This design comes from an exercise in tuning for small area, a short achievable clock period and few clock cycles per item on the open sky130 flow, not from production work.
No run shown here included a check of the RTL's function; only the layout flow was run.
No activity file was given, so power comes from the tool's default toggle rates.

## flow/design.v (module list and top-level ports; edited modules follow where they fit)
// module csa_fa: 10 lines
// module conv_pe_top: 1983 lines
module conv_pe_top (
    input  logic        clk,
    input  logic        rst,
    input  logic        wght_valid_i,
    input  logic [63:0] wght_i,
    output logic        wght_ready_o,
    input  logic        act_valid_i,
    input  logic [63:0] act_i,
    output logic        act_ready_o,
    output logic [23:0] result_o,
    output logic        result_valid_o
);
  // ...
==> flow/run.sh <==
#!/bin/bash
# synth_recipe.tcl (not shown) runs the flow's synth.tcl, then flattens the netlist and writes it again
# the make line also repeats each setting of config.mk as NAME=value (left out here)
make -C /OpenROAD-flow-scripts/flow DESIGN_CONFIG=/design/flow/config.mk WORK_HOME=/design/flow/orfs CLKGATE_MAP_FILE= SYNTH_SCRIPT=/design/flow/synth_recipe.tcl finish
==> flow/config.mk <==
export PLATFORM = sky130hd
export DESIGN_NAME = conv_pe_top
export DESIGN_NICKNAME = conv_pe_top
export VERILOG_FILES = /design/flow/design.v
export SDC_FILE = /design/flow/constraint.sdc
export NUM_CORES = 4
export LEC_CHECK = 0
export CAP_MARGIN = 20
export CORE_MARGIN = 2
export CORE_UTILIZATION = 40
export SETUP_SLACK_MARGIN = 2.8
export SLEW_MARGIN = 20
export SYNTH_HIERARCHICAL = 1
export SYNTH_MINIMUM_KEEP_SIZE = 0
==> flow/constraint.sdc <==
create_clock -name core_clock -period 5.0 [get_ports {clk}]
set_input_delay 1.0000 -clock core_clock [delete_from_list [all_inputs] [get_ports {clk}]]
set_output_delay 1.0000 -clock core_clock [all_outputs]
set_load 0.01 [all_outputs]
==> reports/results.env, run 1 <==
EFFECTIVE_UTILIZATION_AT_FLOORPLAN_PCT=40.2
GRTUSAGEMET2_PCT=32.4
LAYOUT.NON_CLOCK_BUFFERS=238
TIMING_MAX_TRANSITION_VIOLATIONS_FINAL=0
TRITONCTS.NUM_BUFFERS=93
DETAILEDROUTE.FIRSTITERATIONVIOLATIONS=960
GLOBAL_ROUTE_WIRE_LENGTH_BEFORE_REPAIR_UM=129000
HIGHEST_LAYER='met4'
MIN_TO='wring[4][55]$_DFF_P_'
RUN_STATUS='finished clean'
GRT_SETUP_UNREPAIRED='true'
MAX_CAP_CHECK_VIOLATION_COUNT=0
POST_SYNTH_NUM_CELL_TYPES=50
YOSYS_MOST_USED_DFF='sky130_fd_sc_hd__dfxtp_1'
DOMINANT_KIND_OF_CELL_BY_AREA='flip-flops and latches'
WORST_HOLD_PATH.NUM_CELLS=0
SYNTH_COMPOUND_AREA_SHARE_PCT=0.742
MULTIINPUTCOMBCELLCOUNT=1375
GRT_START_MAX_NET_PINS=65
GRT_UTIL_ALL_LAYERS_PCT=19.7
GR-USAGE-MET1_PCT=25.3
POWERDENSITY_nW_PER_UM2=631
PATH_CLK_SLEW_NS=0.06
CTS_MAX_LEVEL=3
CRIT_REQUIRED_NS=5.51
PLACEABLECOREAREA_UM2=86500
PATH_TYPE_OF_THE_WORST_MIN_DELAY_PATH='flop to flop'
INVERTERS=72
FINALHOLDWORSTSLACK_NS=0.277
CLKLATENCYLATEPIN_NS=0.68
FINAL_DESIGN_AREA_NO_FILL_UM2=43300
REGMOSTFLOPS='wring'
POWER.SHARE.COMBINATIONAL_PCT=33.1
GRT_MOST_USED_LAYER='met2'
P_LEAK_nW=16.8
FINISH.NET_COUNT=3400
COUNT_OF_MAPPED_CELLS_OUT_OF_SYNTHESIS=2517
SYNTH_FA_HA_AREA_SHARE_PCT=31.2
CTS_RESIZED=686
CRITICAL_PATH.MAX_FANOUT=8
DIE-AREA_UM2=89300
MULTIINPUTGATEAREA_UM2=16800
POST_CTS_HOLD_BUFFER_COUNT=0
==> inputs of run 2 (changes only) <==
--- a/flow/design.v
+++ b/flow/design.v
@@ -50,36 +50,38 @@
     always_ff @(posedge clk) begin
         wring[8] <= wght_acc ? wght_i : wring[0];
         for (int k = 0; k < 8; k++) begin
             wring[k] <= wring[k + 1];
         end
     end
     logic [63:0] aq;
     logic [63:0] wr;
-    assign aq = act_i;
-    assign wr = wring[0];
-    logic [6:1] vld_t;
-    logic [6:1] fst_t;
-    logic [6:1] lst_t;
+    always_ff @(posedge clk) begin
+        aq <= act_i;
+    end
+    assign wr = wring[8];
+    logic [7:1] vld_t;
+    logic [7:1] fst_t;
+    logic [7:1] lst_t;
     logic vld;
     logic fst;
     always_ff @(posedge clk) begin
-        vld_t <= {vld_t[5:1], act_acc};
-        fst_t <= {fst_t[5:1], act_acc & (ph_q == 4'd0)};
+        vld_t <= {vld_t[6:1], act_acc};
+        fst_t <= {fst_t[6:1], act_acc & (ph_q == 4'd0)};
         if (rst) begin
             lst_t <= '0;
         end else begin
-            lst_t <= {lst_t[5:1], act_acc & (ph_q == 4'd8)};
+            lst_t <= {lst_t[6:1], act_acc & (ph_q == 4'd8)};
         end
     end
-    assign vld = vld_t[3];
-    assign fst = fst_t[3];
-    logic [22:0] acc_s;
-    logic [22:0] acc_c;
+    assign vld = vld_t[4];
+    assign fst = fst_t[4];
+    logic [23:0] acc_s;
+    logic [23:0] acc_c;
     logic [164:0] r1;
     logic [59:0] r2;
     logic [28:0] r3;
     logic fs0;
     logic fc0;
     logic fs1;
     logic fc1;
     logic fs2;
@@ -1131,28 +1133,34 @@
     logic fs525;
     logic fc525;
     logic hs526;
     logic hc526;
     logic fs527;
     logic fc527;
     logic fs528;
     logic fc528;
+    logic fs529;
+    logic fc529;
+    logic hs530;
+    logic hc530;
     assign hs461 = ~(fc457 ^ fs460);
     assign hc461 = fc457 | fs460;
     assign hs473 = ~(fc468 ^ fs472);
     assign hc473 = fc468 | fs472;
     assign hs494 = ~(fc491 ^ fs493);
     assign hc494 = fc491 | fs493;
     assign hs498 = ~(fc495 ^ fs497);
     assign hc498 = fc495 | fs497;
     assign hs522 = ~(fc519 ^ fs521);
     assign hc522 = fc519 | fs521;
     assign hs526 = ~(fc523 ^ fs525);
     assign hc526 = fc523 | fs525;
+    assign hs530 = ~(fc527 ^ fs529);
+    assign hc530 = fc527 | fs529;
     csa_fa u_fa0 (.a(~(aq[0] & wr[0])), .b(~(aq[8] & wr[8])), .c(~(aq[16] & wr[16])), .s(fs0), .co(fc0));
     csa_fa u_fa1 (.a(~(aq[24] & wr[24])), .b(~(aq[32] & wr[32])), .c(~(aq[40] & wr[40])), .s(fs1), .co(fc1));
     csa_fa u_fa2 (.a(~(aq[48] & wr[48])), .b(~(aq[56] & wr[56])), .c(fs0), .s(fs2), .co(fc2));
     csa_fa u_fa3 (.a(~(aq[1] & wr[0])), .b(~(aq[0] & wr[1])), .c(~(aq[9] & wr[8])), .s(fs3), .co(fc3));
     csa_fa u_fa4 (.a(~(aq[8] & wr[9])), .b(~(aq[17] & wr[16])), .c(~(aq[16] & wr[17])), .s(fs4), .co(fc4));
     csa_fa u_fa5 (.a(~(aq[25] & wr[24])), .b(~(aq[24] & wr[25])), .c(~(aq[33] & wr[32])), .s(fs5), .co(fc5));
     csa_fa u_fa6 (.a(~(aq[32] & wr[33])), .b(~(aq[41] & wr[40])), .c(~(aq[40] & wr[41])), .s(fs6), .co(fc6));
     csa_fa u_fa7 (.a(~(aq[49] & wr[48])), .b(~(aq[48] & wr[49])), .c(~(aq[57] & wr[56])), .s(fs7), .co(fc7));
@@ -1666,16 +1674,17 @@
     csa_fa u_fa519 (.a(~vld), .b((acc_s[18] | fst)), .c((acc_c[18] | fst)), .s(fs519), .co(fc519));
     csa_fa u_fa520 (.a(fc517), .b(fs519), .c(fc518), .s(fs520), .co(fc520));
     csa_fa u_fa521 (.a(~vld), .b((acc_s[19] | fst)), .c((acc_c[19] | fst)), .s(fs521), .co(fc521));
     csa_fa u_fa523 (.a(~vld), .b((acc_s[20] | fst)), .c((acc_c[20] | fst)), .s(fs523), .co(fc523));
     csa_fa u_fa524 (.a(fc521), .b(fs523), .c(hc522), .s(fs524), .co(fc524));
     csa_fa u_fa525 (.a(~vld), .b((acc_s[21] | fst)), .c((acc_c[21] | fst)), .s(fs525), .co(fc525));
     csa_fa u_fa527 (.a(~vld), .b((acc_s[22] | fst)), .c((acc_c[22] | fst)), .s(fs527), .co(fc527));
     csa_fa u_fa528 (.a(fc525), .b(fs527), .c(hc526), .s(fs528), .co(fc528));
+    csa_fa u_fa529 (.a(~vld), .b((acc_s[23] | fst)), .c((acc_c[23] | fst)), .s(fs529), .co(fc529));
     always_ff @(posedge clk) begin
         r1[0] <= fs1;
         r1[1] <= fs2;
         r1[2] <= fs8;
         r1[3] <= fs9;
         r1[4] <= fs10;
         r1[5] <= fs22;
         r1[6] <= fc10;
@@ -1973,23 +1982,18 @@
         acc_s[19] <= fc520;
         acc_c[19] <= hs522;
         acc_s[20] <= fs524;
         acc_c[20] <= 1'b1;
         acc_s[21] <= fc524;
         acc_c[21] <= hs526;
         acc_s[22] <= fs528;
         acc_c[22] <= 1'b1;
+        acc_s[23] <= fc528;
+        acc_c[23] <= hs530;
     end
-    logic [12:0] lo_q;      
-    logic [10:0] hi_q;      
-    logic [22:0] sum;
-    always_ff @(posedge clk) begin
-        lo_q <= {1'b0, ~acc_s[11:0]} + {1'b0, ~acc_c[11:1], 1'b0};
-        hi_q <= (~acc_s[22:12]) + (~acc_c[22:12]);
-    end
-    assign sum[11:0] = lo_q[11:0];
-    assign sum[22:12] = hi_q + {10'd0, lo_q[12]};
+    logic [23:0] sum_q;
     always_ff @(posedge clk) begin
-        result_o <= sum[22] ? 24'd0 : {1'b0, sum[22:0]};
+        sum_q <= (~acc_s) + {~acc_c[23:1], 1'b0};
+        result_o <= sum_q[23] ? '0 : sum_q;
     end
-    assign result_valid_o = lst_t[6];
+    assign result_valid_o = lst_t[7];
 endmodule
==> flow/config.mk (replaced) <==
export PLATFORM = sky130hd
export DESIGN_NAME = conv_pe_top
export DESIGN_NICKNAME = conv_pe_top
export VERILOG_FILES = /design/flow/design.v
export SDC_FILE = /design/flow/constraint.sdc
export NUM_CORES = 4
export LEC_CHECK = 0
export CAP_MARGIN = 20
export CORE_MARGIN = 2
export CORE_UTILIZATION = 40
export SLEW_MARGIN = 20
export SYNTH_HIERARCHICAL = 1
export SYNTH_MINIMUM_KEEP_SIZE = 0
==> run 2 against run 1 <==
  * Area after synthesis is 3.9% higher
  * Critical path depth down 4
  * Core utilization is 2.9 points lower
  * Largest cell class unchanged
  * Die area increased by 3.8%
  * Sequential power is 6% higher
  * Flip-flop and latch count rose by 70
  * Via count up 0.39%
  * First-iteration DRC count is 27% higher
  * Worst setup slack worse by 0.52 ns
  * Still clean on timing, DRC and antenna
  * Non-clock buffer count is 78 lower
==> reports/results.env, run 2 <==
FINAL_COMMON_CELL='sky130_fd_sc_hd__dfxtp_1'
POST_SYNTH_MOST_FREQUENT_CELLS='1006 x sky130_fd_sc_hd__dfxtp_1, 525 x sky130_fd_sc_hd__fa_1, 459 x sky130_fd_sc_hd__nand2_1'
LARGEST_REG_FLOPS=576
TOTALNEGATIVESETUPSLACK_NS=0
POST_CTS_HOLD_BUFFER_COUNT=0  # unchanged
MASTER_OF_THE_SLOWEST_INSTANCE_ON_THE_CRITICAL_PATH='sky130_fd_sc_hd__clkdlybuf4s50_1'
HOLDCRITSTARTPOINT='r2[5]$_DFF_P_'
ROUTE.DETAILED.WL_PER_INST_UM=21.3
GP_ROUTABILITY_CONGESTION=0.960
TRITONCTS.NUM_BUFFERS=100  # +7.5%
ANTENNA_CELLS_INSERTED=0
GRT_REMAINING_OVERFLOW=0
TRITONCTS_NUM_SINKS=1006
DETAILEDROUTE.FIRSTITERATIONVIOLATIONS=1220  # +27%
TRITONCTS_CLOCK_TREE='built'
REGTOREGENDPOINT='r1[117]$_DFF_P_'
CTSLONGESTPATHBUFFERS=3
CRIT_PATH_CELL_TRACE='clkdlybuf4s50_1'
CTS_RESIZED=0  # -100%
R2R.WORST_PATH.CELLS=4
PLACEABLECOREAREA_UM2=89700  # +3.8%
GRT_START_MAX_NET_PINS=65  # unchanged
CRIT_PATH_MAX_INCR_DELAY_NS=0.61
FINAL_LAYOUT_SIZE_SUFFIX_GT1_SHARE_PCT=10.7
CELLS_TAKING_THE_MOST_AREA_AFTER_SYNTHESIS='sky130_fd_sc_hd__dfxtp_1 56%, sky130_fd_sc_hd__fa_1 29%, sky130_fd_sc_hd__nand2_1 4.8%'
POSTCTSSETUPREPAIRBUFS=0
COUNT_OF_MAPPED_CELLS_OUT_OF_SYNTHESIS=2569  # +2.1%
CRITICAL_PATH.TOP_DELAY_FAMILY='buffers and inverters'
REG2REG_SLACK_NS=2.31
GRT_ANTENNA_BEFORE_REPAIR=2
SYNTH-EDFF-COUNT=0
EFFECTIVE_UTILIZATION_AT_FLOORPLAN_PCT=40.2  # about the same
MIN_TO='r3[5]$_DFF_P_'
PORT_BUFFERS=157
PLACE.DETAILED.HPWL_UM=66700
DPL_WORST_SLACK_NS=2.28
GRT_PASS1_VIAS=20800
WORST_IR_DROP_VDD_mV=0.336
SYNTH_TOP_CELL_AREA_SHARE_PCT=55.8
NUM_ROWS=110
SLEW_HEADROOM_PCT=50.8
POWERDENSITY_nW_PER_UM2=655  # +3.8%
TIMING.CRITICAL_PATH.FROM_TYPE='flop'
HOLD_VIOLATIONS=0
NUM_PORTS=159
POSTSYNTH.ASYNCRESETSHARE_PCT=0
DRT.ANTENNA.VIOLATING_NETS=0
RELATIVE_AREA_CHANGE_FROM_SYNTHESIS_TO_FINAL_LAYOUT_PCT=17.2
WORST_TRAN_PIN_VALUE_NS=0.737
PATH_TYPE_OF_THE_WORST_MIN_DELAY_PATH='flop to flop'
DIEWIDTH_UM=304
YOSYS_MOST_USED_DFF='sky130_fd_sc_hd__dfxtp_1'
YS_FF_LATCH=1006
GRT_SETUP_UNREPAIRED='false'
POST-PLACE-CELLS=3770
YOSYS_WARNINGS=8
DIEHEIGHT_UM=304
WORST-PATH-BUF-INV=1
YOSYS.CELL_COUNT.TOP_TYPE='sky130_fd_sc_hd__dfxtp_1'
GLOBAL_ROUTE_WIRE_LENGTH_BEFORE_REPAIR_UM=128000  # -0.55%
TIMING_MAX_TRANSITION_VIOLATIONS_FINAL=0  # unchanged
MAX_CLOCK_SKEW_NS=0.0590
TIMING.RR.START='wring[8][11]$_DFF_P_'
WORST_HOLD_PATH.NUM_CELLS=0  # unchanged
DIE-AREA_UM2=92700  # +3.8%
FINISH.NET_COUNT=3379  # -0.62%
CTS_ROOT_BUFFER='sky130_fd_sc_hd__clkbuf_16'
CTS_MAX_LEVEL=3  # unchanged
REGMOSTFLOPS='wring'
TIMING.CRITICAL_PATH.ARRIVAL_NS=1.83
FINAL_CELL_MIX='1006 x sky130_fd_sc_hd__dfxtp_1, 525 x sky130_fd_sc_hd__fa_1, 458 x sky130_fd_sc_hd__nand2_1'
PATH_CLK_SLEW_NS=0.06  # about the same
TIMING.SETUP.CRITICAL_PATH_CLASS='flop to output port'
AVERAGE_SIZE_OF_A_MAPPED_CELL_UM2=14.0
FINAL.FILL_COUNT=7844
FIN_CELLS=3955
SYNTH-SEQ-AREA-SHARE_PCT=55.8
CRITICAL_PATH.ENDPOINT_TYPE='output port'
CRITICAL_PATH.MAX_FANOUT=10  # +2
PERIOD_NEEDED_NS=2.83
SYNTH_AREA_UM2=36100
SYNTH.LARGEST_AREA_CELL='sky130_fd_sc_hd__dfxtp_1'
DRT_PRE_ANTENNA_ITERS=7
GRT_UTIL_ALL_LAYERS_PCT=18.6  # -1.1 points
LARGEST_REGISTERS='wring x576, r1 x165, aq x64'
MAX_CAP_CHECK_VIOLATION_COUNT=0  # unchanged
FINAL.PERIOD_UTILIZATION_PCT=56.6
FINAL-SETUP-VIOL-COUNT=0
VIASPERCELL=4.66
POST_SYNTH_NUM_CELL_TYPES=45  # -10%
RUN_STATUS='finished clean'
MAX_CLOCK_FREQ_MHz=354
P_LEAK_nW=16.5  # -1.4%
VIAS=18400
FINALWIRELENGTH_UM=84400
DRC=0
CLKLATENCYLATEPIN_NS=0.70  # +0.02 ns
CRIT_REQUIRED_NS=4.00  # -1.51 ns
TIMING.FINAL.WS_SETUP_NS=2.17
run 2: changes by cell type after synthesis, moves of 6 or more:
cell,delta
sky130_fd_sc_hd__dfxtp_1,+70
sky130_fd_sc_hd__nor2b_1,+25
sky130_fd_sc_hd__and2_1,-11
sky130_fd_sc_hd__and2_4,-7
sky130_fd_sc_hd__nand2b_1,-7
sky130_fd_sc_hd__nand3_1,-7
sky130_fd_sc_hd__buf_2,-6
sky130_fd_sc_hd__nor2_1,-6
run 2: worst max path at each step:
stage	startpoint	end	slack, ns	cells past startpoint
after floorplan	acc_s[1]$_DFF_P_	sum_q[23]$_DFF_P_	2.66	10
after CTS	rdy_q$_SDFFE_PP1N_	act_ready_o	2.09	1
after global placement	fst_t[3]$_DFF_P_	acc_s[9]$_DFF_P_	2.35	4
after detailed placement	fst_t[3]$_DFF_P_	acc_s[18]$_DFF_P_	2.28	4
after global routing	rdy_q$_SDFFE_PP1N_	act_ready_o	2.06	1
final	rdy_q$_SDFFE_PP1N_	act_ready_o	2.17	1
run 2: report_power, final:
group	total [W]	internal, W	leakage (nW)	switching (W)
clock network	0.00802	0.00480	1.77	0.00322
logic	0.00813	0.00388	6.29	0.00425
registers	0.0115	0.0102	8.47	0.00130
run 2: area by class of cell:
type / instances / area (µm²) / area share, %
clock inverter: 55 / 828 / 1.96
clock buffer: 129 / 2810 / 6.65
inverter: 71 / 267 / 0.630
tap: 1176 / 1470 / 3.48
timing repair buffer: 160 / 1610 / 3.82
multi-input combinational: 1358 / 15200 / 35.9
sequential: 1006 / 20100 / 47.6
run 2: through the flow:
step / hold slack [ns] / power (W) / utilization [%] / area, µm²
global route: 0.324 / 0.0297 / 47.1 / 42300
global placement: 0.310 / 0.0196 / 43.1 / 38600
floorplan: 0.310 / 0.0165 / - / 36100
CTS: 0.301 / 0.0281 / 47.1 / 42300
detailed placement: 0.312 / 0.0199 / 43.1 / 38600
finish: 0.311 / 0.0277 / 47.1 / 42300
run 2: cell families after synthesis:
group           share of synthesized area [%]
compound gates                          0.953
xor+xnor                                0.607
fa+ha+maj                                30.0
buf+inv                                  2.26
flops                                    55.8
mux                                      2.08
other cells                            0.0208
simple gates                             8.29
run 2: per-module statistics from Yosys (local to each module, per instance):
module | copies in the design | area (µm²) | cells inside | flip-flops and latches
conv_pe_top | 1 | 25600 | 2045 | 1006
csa_fa | 524 | 20.0 | 1 | 0
run 2: routing by layer:
layer	wire length, µm	vias up	track usage, %
met5	0	-	0
li1	-	8049	-
met2	41300	675	31.5
met3	5870	180	4.16
met1	34500	9524	23.4
met4	2670	0	6.91
==> inputs of run 3 (changes only) <==
--- a/flow/config.mk
+++ b/flow/config.mk
@@ -8,6 +8,7 @@
 export CAP_MARGIN = 20
 export CORE_MARGIN = 2
 export CORE_UTILIZATION = 40
+export SETUP_SLACK_MARGIN = 2.7
 export SLEW_MARGIN = 20
 export SYNTH_HIERARCHICAL = 1
 export SYNTH_MINIMUM_KEEP_SIZE = 0
==> run 3 against run 2 <==
  * Critical path depth grew 9
  * Register-to-register slack better by 0.32 ns
  * Area after synthesis did not move
  * Critical path type is now flop to flop
  * Synthesized cell count unchanged
  * Via count rose by 0.93%
  * Count of clock-buffer cells in the layout increased by 8
==> reports/results.env, run 3 <==
VIASPERCELL=4.65  # -0.23%
LARGEST_REG_FLOPS=576  # unchanged
GRT_SETUP_UNREPAIRED='true'
TIMING_MAX_TRANSITION_VIOLATIONS_FINAL=0  # unchanged
DRT_PRE_ANTENNA_ITERS=5  # -2
MAX_CLOCK_SKEW_NS=0.0433  # -0.0157 ns
CRIT_PATH_CELL_TRACE='inv_2 -> ha_4 -> inv_2 -> fa_2 -> nor4b_4 -> a211oi_4 -> o31ai_4 -> nor4b_4 -> mux2i_1 -> o311ai_1'
GRT_ANTENNA_BEFORE_REPAIR=3  # +1
ROUTE.DETAILED.WL_PER_INST_UM=21.3  # -0.13%
RELATIVE_AREA_CHANGE_FROM_SYNTHESIS_TO_FINAL_LAYOUT_PCT=19.4
PORT_BUFFERS=157  # unchanged
CRITICAL_PATH.MAX_FANOUT=2  # -8
FINAL-SETUP-VIOL-COUNT=0  # unchanged
TRITONCTS_NUM_SINKS=1006  # unchanged
INTPOWER_W=0.0185  # -2.2%
DIEWIDTH_UM=304  # unchanged
MAX_CLOCK_FREQ_MHz=421  # +19%
DIE-AREA_UM2=92700  # unchanged
PATH_CLK_SLEW_NS=0.06  # about the same
AVERAGE_SIZE_OF_A_MAPPED_CELL_UM2=14.0  # unchanged
MASTER_OF_THE_SLOWEST_INSTANCE_ON_THE_CRITICAL_PATH='sky130_fd_sc_hd__fa_2'
NUM_PORTS=159  # unchanged
YOSYS_WARNINGS=8  # unchanged
SYNTH-EDFF-COUNT=0  # unchanged
TRITONCTS_CLOCK_TREE='built'
REGMOSTFLOPS='wring'
GP_ROUTABILITY_CONGESTION=0.934  # -2.7%
RUN_STATUS='finished clean'
LARGEST_REGISTERS='wring x576, r1 x165, aq x64'
DIEHEIGHT_UM=304  # unchanged
P_SEQ_SHARE_PCT=42.3  # +0.6 points
YOSYS_MOST_USED_DFF='sky130_fd_sc_hd__dfxtp_1'
TIMING.FINAL.WS_SETUP_NS=2.63  # +0.455 ns
SYNTH_TOP_CELL_AREA_SHARE_PCT=55.8  # unchanged
TOTALNEGATIVESETUPSLACK_NS=0  # unchanged
CRIT_REQUIRED_NS=5.52  # +1.52 ns
TIMING.CRITICAL_PATH.ARRIVAL_NS=2.89  # +1.06 ns
POWER.SHARE.COMBINATIONAL_PCT=30.4  # +1.0 points
POST_CTS_HOLD_BUFFER_COUNT=0  # unchanged
SYNTH.LARGEST_AREA_CELL='sky130_fd_sc_hd__dfxtp_1'
PATH_TYPE_OF_THE_WORST_MIN_DELAY_PATH='flop to flop'
SLEW_HEADROOM_PCT=49.4  # -1.5 points
PERIOD_NEEDED_NS=2.37  # -0.455 ns
CLKLATENCYLATEPIN_NS=0.68  # -0.02 ns
FINAL_COMMON_CELL='sky130_fd_sc_hd__dfxtp_1'
DRC=0  # unchanged
CRIT_PATH_MAX_INCR_DELAY_NS=0.38  # -0.23 ns
WORST-PATH-BUF-INV=2  # +1
CTSLONGESTPATHBUFFERS=3  # unchanged
PLACEABLECOREAREA_UM2=89700  # unchanged
YS_FF_LATCH=1006  # unchanged
FINISH.NET_COUNT=3426  # +1.4%
SYNTH_AREA_UM2=36100  # unchanged
GRT_START_MAX_NET_PINS=41  # -37%
FINAL.PERIOD_UTILIZATION_PCT=47.5  # -9.1 points
HOLD_VIOLATIONS=0  # unchanged
EFFECTIVE_UTILIZATION_AT_FLOORPLAN_PCT=40.2  # unchanged
VIAS=18600  # +0.93%
CTS_ROOT_BUFFER='sky130_fd_sc_hd__clkbuf_16'
P_SWITCHING_W=0.00864  # -1.6%
GRT_REMAINING_OVERFLOW=0  # unchanged
P_LEAK_nW=16.8  # +1.7%
POST_SYNTH_MOST_FREQUENT_CELLS='1006 x sky130_fd_sc_hd__dfxtp_1, 525 x sky130_fd_sc_hd__fa_1, 459 x sky130_fd_sc_hd__nand2_1'
POWERDENSITY_nW_PER_UM2=630  # -3.8%
TIMING.CRITICAL_PATH.FROM_TYPE='flop'
FINAL_CELL_MIX='872 x sky130_fd_sc_hd__dfxtp_1, 498 x sky130_fd_sc_hd__fa_1, 456 x sky130_fd_sc_hd__nand2_1'
NUM_ROWS=110  # unchanged
DRT.ANTENNA.VIOLATING_NETS=0  # unchanged
POSTSYNTH.ASYNCRESETSHARE_PCT=0  # unchanged
PLACE.DETAILED.HPWL_UM=65000  # -2.5%
CLOCKPOWERSHARE_PCT=27.2  # -1.8 points
DPL_WORST_SLACK_NS=1.93  # -0.353 ns
MAX_CAP_CHECK_VIOLATION_COUNT=0  # unchanged
FINALWIRELENGTH_UM=85200  # +1.0%
COUNT_OF_MAPPED_CELLS_OUT_OF_SYNTHESIS=2569  # unchanged
CTS_MAX_LEVEL=3  # unchanged
GRT_UTIL_ALL_LAYERS_PCT=18.2  # -0.40 points
FINAL_LAYOUT_SIZE_SUFFIX_GT1_SHARE_PCT=18.1  # +7.4 points
CRITICAL_PATH.ENDPOINT_TYPE='flop'
YOSYS.CELL_COUNT.TOP_TYPE='sky130_fd_sc_hd__dfxtp_1'
POST_SYNTH_NUM_CELL_TYPES=45  # unchanged
GRT_PASS1_VIAS=20900  # +0.47%
DETAILEDROUTE.FIRSTITERATIONVIOLATIONS=1064  # -13%
ANTENNA_CELLS_INSERTED=0  # unchanged
WORST_IR_DROP_VDD_mV=0.318  # -5.4%
TIMING.SETUP.CRITICAL_PATH_CLASS='flop to flop'
WORST_TRAN_PIN_VALUE_NS=0.759  # +0.0217 ns
NETSWITCHINGFRACTION_PCT=31.8  # +0.13 points
SYNTH-SEQ-AREA-SHARE_PCT=55.8  # unchanged
GLOBAL_ROUTE_WIRE_LENGTH_BEFORE_REPAIR_UM=126000  # -1.3%
CRITICAL_PATH.TOP_DELAY_FAMILY='simple AND/OR/NAND/NOR gates'
CELLS_TAKING_THE_MOST_AREA_AFTER_SYNTHESIS='sky130_fd_sc_hd__dfxtp_1 56%, sky130_fd_sc_hd__fa_1 29%, sky130_fd_sc_hd__nand2_1 4.8%'
TRITONCTS.NUM_BUFFERS=99  # -1.0%
## run 3: kinds of logic after synthesis
| family | synth area share (%) |
|---|---|
| simple gates | 8.29 |
| fa+ha+maj | 30.0 |
| flops | 55.8 |
| mux | 2.08 |
| xor+xnor | 0.607 |
| other cells | 0.0208 |
| buf+inv | 2.26 |
| compound gates | 0.953 |
## run 3: repair_timing
action                                  CTS  global route
gates resized for setup                 242           112
endpoints found under the setup margin  200            56
hold endpoints to repair                  0             0
pin swaps                                 5            35
buffers inserted                          7            41
## run 3: power by group through the flow
stage | clock network (W) | logic, W | registers, W
detailed placement | 0 | 0.00815 | 0.0117
finish | 0.00739 | 0.00826 | 0.0115
global placement | 0 | 0.00788 | 0.0117
floorplan | 0 | 0.00545 | 0.0110
CTS | 0.00760 | 0.00818 | 0.0116
global route | 0.00794 | 0.00949 | 0.0117
## run 3: final cells by class
cell class | count | area (µm²)
fillers | 7758 | 46600
clock inverters | 45 | 474
flip-flops and latches | 1006 | 20600
inverters | 71 | 267
repair buffers | 208 | 2090
multi-input cells | 1358 | 15300
clock buffers | 137 | 2830
well taps | 1176 | 1470
## run 3: Yosys stat by module, one instance, submodules excluded
module / area, µm² / times used / flops+latches / cells inside
conv_pe_top: 25600 / 1 / 1006 / 2045
csa_fa: 20.0 / 524 / 0 / 1
## run 3: stage by stage
| stage | power, W | std cells | cell area [µm²] | utilization, % | hold slack [ns] |
|---|---|---|---|---|---|
| after CTS | 0.0274 | 3960 | 42400 | 47.2 | 0.310 |
| after global placement | 0.0195 | 3771 | 38600 | 43.1 | 0.310 |
| final | 0.0271 | 4001 | 43100 | 48.0 | 0.310 |
| after floorplan | 0.0165 | 2576 | 36100 | - | 0.310 |
| after global routing | 0.0291 | 4001 | 43100 | 48.0 | 0.322 |
| after detailed placement | 0.0199 | 3771 | 38600 | 43.1 | 0.312 |
## run 3: metal layers
metal	vias up	track usage (%)	share of wire (%)
met3	233	4.26	7.0
met2	712	30.7	48
met5	-	0	0
met1	9516	23.0	40
li1	8139	-	-
met4	0	6.30	4.3
## run 3: worst paths after layout
kind / start / to / slack (ns) / cells past startpoint
worst min register to register: wring[3][0]$_DFF_P_ / wring[2][0]$_DFF_P_ / 0.31 / 0
worst max-delay path: acc_c[1]$_DFF_P_ / sum_q[23]$_DFF_P_ / 2.63 / 10
worst max register to register: acc_c[1]$_DFF_P_ / sum_q[23]$_DFF_P_ / 2.63 / 10
worst min-delay path: wring[3][0]$_DFF_P_ / wring[2][0]$_DFF_P_ / 0.31 / 0

-- re-timing with driven ports --
The flow's constraints put no driver on any port. The routed layouts listed below were extracted and timed again, unchanged, in two steps. Step 1 (the two cells are an assumption about what drives the block):
set clk [get_ports {clk}]
set_driving_cell -lib_cell sky130_fd_sc_hd__clkbuf_16 $clk
set_driving_cell -lib_cell sky130_fd_sc_hd__buf_2 [delete_from_list [all_inputs] $clk]
Step 2, shift: input delay + t, output delay - t, t = (earliest + latest rising clock arrival at the registers) / 2. This alone moves slack from input paths to output paths. Slacks: ideal / step 1 / step 2; pairs: ideal / step 1.
| run | t, ns | setup slack, ns | worst setup path after step 2 | latest minus earliest clock arrival (ns) |
|---|---|---|---|---|
| run 1 | 0.727 | 2.688 / 2.685 / 1.958 | input to register | 0.054 / 0.054 |
| run 2 | 0.734 | 2.172 / 2.104 / 2.308 | register to register | 0.061 / 0.061 |
| run 3 | 0.720 | 2.627 / 2.627 / 2.105 | input to register | 0.045 / 0.045 |
After both steps every run listed still meets setup and hold. For run 1, which loses most, drivers alone change the setup slack by -0.003 ns; drivers and shift together by -0.730 ns.
